What follows belongs to an exercise in optimizing a design on an open flow for small area, a short achievable clock period and few clock cycles per item; a production flow would make more cautious choices.
Function was checked by simulation only, so behaviour that the tests miss may differ from the original.

Design sha256_stream, start of the top module:
module sha256_stream (
   input  logic         clk,
   input  logic         rst,
   input  logic         tvalid,
   output logic         tready,
   input  logic         tlast,
   input  logic [31:0]  tid,
   input  logic [7:0]   tdata,
   output logic         ovalid,
   output logic [31:0]  oid,
   output logic [60:0]  olen,
   output logic [255:0] osha
);
Size in the first run: ~6400 cells after synthesis, about 1800 flip-flops, ~400 I/O pins, roughly 78000 µm² of cells after synthesis.
Settings: LEC_CHECK=0, CAP_MARGIN=20, CELL_PAD_IN_SITES_DETAIL_PLACEMENT=1, CORE_MARGIN=2, CORE_UTILIZATION=55, SLEW_MARGIN=20; clock period 10.0 ns.
standard.sh (not shown) runs the stock make flow with config.mk's settings and CLKGATE_MAP_FILE= SYNTH_SCRIPT=/design/flow/synth_recipe.tcl, a recipe that flattens the netlist after the stock synthesis.
==> flow/flow/run.sh <==
#!/bin/bash
# The standard layout (standard.sh), with these changes to how it is built:
#  - the port buffers are the library's smallest plain buffer (buf_1) rather
#    than the delay cell buffer_ports picks by default;
#  - clock tree synthesis adds no dummy loads, clusters up to 25 flip-flops within 90 um
#    per leaf buffer;
set -euo pipefail
bash standard.sh \
  "BUFFER_PORTS_ARGS=-buffer_cell sky130_fd_sc_hd__buf_1" \
  "CTS_ARGS=-sink_clustering_enable -repair_clock_nets -dont_use_dummy_load -sink_clustering_size 25 -sink_clustering_max_diameter 90" \
  "SETUP_SLACK_MARGIN=5.9" \
  finish > flow_make.log 2>&1
The first run completed with no timing, DRC or antenna violations.
Testbench counts at the start, summed over its fixed seeds: cycles 33,905, bytes 25,402.
Rerun with:
==> flow/flow/run.sh (replaced) <==
#!/bin/bash
# The standard layout (standard.sh), with these changes to how it is built:
#  - the port buffers are the library's smallest plain buffer (buf_1) rather
#    than the delay cell buffer_ports picks by default;
#  - clock tree synthesis adds no dummy loads, clusters up to 20 flip-flops within 80 um
#    per leaf buffer;
set -euo pipefail
bash standard.sh \
  "BUFFER_PORTS_ARGS=-buffer_cell sky130_fd_sc_hd__buf_1" \
  "CTS_ARGS=-sink_clustering_enable -repair_clock_nets -dont_use_dummy_load -sink_clustering_size 20 -sink_clustering_max_diameter 80" \
  "SETUP_SLACK_MARGIN=5.7" \
  finish > flow_make.log 2>&1
CORE_UTILIZATION = 45   (was 55)
Effect:
- count of clock-buffer cells in the layout is higher by 25
- die area is higher by 22%
- wire length is lower by 5.5%
- register-to-register slack improves by 270 ps
Rerun with:
==> flow/flow/run.sh (replaced) <==
#!/bin/bash
# The standard layout (standard.sh), with these changes to how it is built:
#  - the port buffers are the library's smallest plain buffer (buf_1) rather
#    than the delay cell buffer_ports picks by default;
#  - clock tree synthesis adds no dummy loads, clusters up to 25 flip-flops within 90 um
#    per leaf buffer;
set -euo pipefail
bash standard.sh \
  "BUFFER_PORTS_ARGS=-buffer_cell sky130_fd_sc_hd__buf_1" \
  "CTS_ARGS=-sink_clustering_enable -repair_clock_nets -dont_use_dummy_load -sink_clustering_size 25 -sink_clustering_max_diameter 90" \
  "SETUP_SLACK_MARGIN=5.7" \
  finish > flow_make.log 2>&1
CORE_UTILIZATION = 55   (was 45)
The new run completed without violations.
Synthesized cell count stays the same.
Cell count decreases by 5.2%.
Wire length stays flat.
Setup slack improves by 62 ps.
Register-to-register slack is better by 80 ps.
Final area went down by 1.4%.
First-iteration DRC count climbs by 16%.
Count of clock-buffer cells in the layout fell by 26.

sha256_stream, a different RTL version from the one above (not shown whole).
Size in the first run: roughly 6300 cells after synthesis, about 1800 flip-flops, about 400 I/O pins, roughly 77000 um2 of cells after synthesis.
Settings: LEC_CHECK=0, CAP_MARGIN=20, CELL_PAD_IN_SITES_DETAIL_PLACEMENT=1, CORE_MARGIN=2, CORE_UTILIZATION=55, SLEW_MARGIN=20; clock period 10.0 ns.
==> flow/flow/run.sh <==
#!/bin/bash
# The standard layout (standard.sh), with these changes to how it is built:
#  - the port buffers are the library's smallest plain buffer (buf_1) rather
#    than the delay cell buffer_ports picks by default;
#  - clock tree synthesis adds no dummy loads, clusters up to 25 flip-flops within 90 um
#    per leaf buffer;
set -euo pipefail
bash standard.sh \
  "BUFFER_PORTS_ARGS=-buffer_cell sky130_fd_sc_hd__buf_1" \
  "CTS_ARGS=-sink_clustering_enable -repair_clock_nets -dont_use_dummy_load -sink_clustering_size 25 -sink_clustering_max_diameter 90" \
  "SETUP_SLACK_MARGIN=5.5" \
  finish > flow_make.log 2>&1
The first run ran to the end with no violations.
Testbench counts at the start, summed over its fixed seeds: cycles 33,905, bytes 25,402.
Edit:
--- a/flow/flow/run.sh
+++ b/flow/flow/run.sh
@@ -11 +11 @@
-  "SETUP_SLACK_MARGIN=5.5" \
+  "SETUP_SLACK_MARGIN=5.7" \
After rerunning: The new run produced a clean layout; first-iteration DRC count goes down by a few percent; wire length increases slightly; via count came out higher slightly; final area is higher slightly; clock skew came out higher by 24 ps; non-clock buffer count rises by 61; flip-flop and latch count stays the same; cell count rose slightly; synthesized cell count does not change.
Edit:
Settings changed: CORE_UTILIZATION 55 to 60.
Outcome: The new run finished clean; register-to-register slack stays flat; final cell count shrinks by 2.6%; area after synthesis stays the same; first-iteration DRC count rose by 17%; clock skew went down by 5.6 ps; die area decreases by 8.2%.
Edit:
Settings changed: CORE_UTILIZATION 60 to 55, PLACE_DENSITY set to 0.75.
After rerunning: The new run completed without violations; area after synthesis stays the same; core utilization decreases by 5.3 points; first-iteration DRC count increases by 0.64%; register-to-register slack is worse by 170 ps; routed wire length increases by 1.2%; setup slack is worse by 170 ps; critical path depth increases by 1; die area increases by 9.0%; non-clock buffer count decreases by 8.

-- what the ideal ports hide --
The flow's constraints put no driver on any port. The routed layouts listed below were extracted and timed again, unchanged, in two steps. Step 1 (the two cells are an assumption about what drives the block):
set clk [get_ports {clk}]
set_driving_cell -lib_cell sky130_fd_sc_hd__clkbuf_16 $clk
set_driving_cell -lib_cell sky130_fd_sc_hd__buf_2 [delete_from_list [all_inputs] $clk]
Step 2, shift: input delay + t, output delay - t, t = (earliest + latest rising clock arrival at the registers) / 2. This alone moves slack from input paths to output paths. a / b / c = no drivers / after step 1 / after step 2; a / b = the first two.
run | t (ns) | slack for setup (ns) | worst register clock-pin slew, ns | pins driven straight from the clock port
the first run of note 1 | 0.812 | 5.354 / 5.354 / 5.305 | 0.12 / 0.12 | 1
the second run of note 1 | 0.861 | 5.621 / 5.621 / 5.015 | 0.09 / 0.09 | 1
the third run of note 1 | 0.794 | 5.682 / 5.695 / 4.920 | 0.11 / 0.11 | 1
the first run of note 2 | 0.790 | 5.418 / 5.418 / 4.982 | 0.11 / 0.11 | 1
the second run of note 2 | 0.786 | 5.499 / 5.499 / 5.028 | 0.11 / 0.11 | 1
the third run of note 2 | 0.793 | 5.491 / 5.491 / 4.919 | 0.11 / 0.11 | 1
the fourth run of note 2 | 0.809 | 5.317 / 5.317 / 5.016 | 0.12 / 0.12 | 1
After both steps setup and hold are still met in every run listed. For the third run of note 1, which loses most, drivers alone change the setup slack by +0.013 ns; drivers and shift together by -0.762 ns.
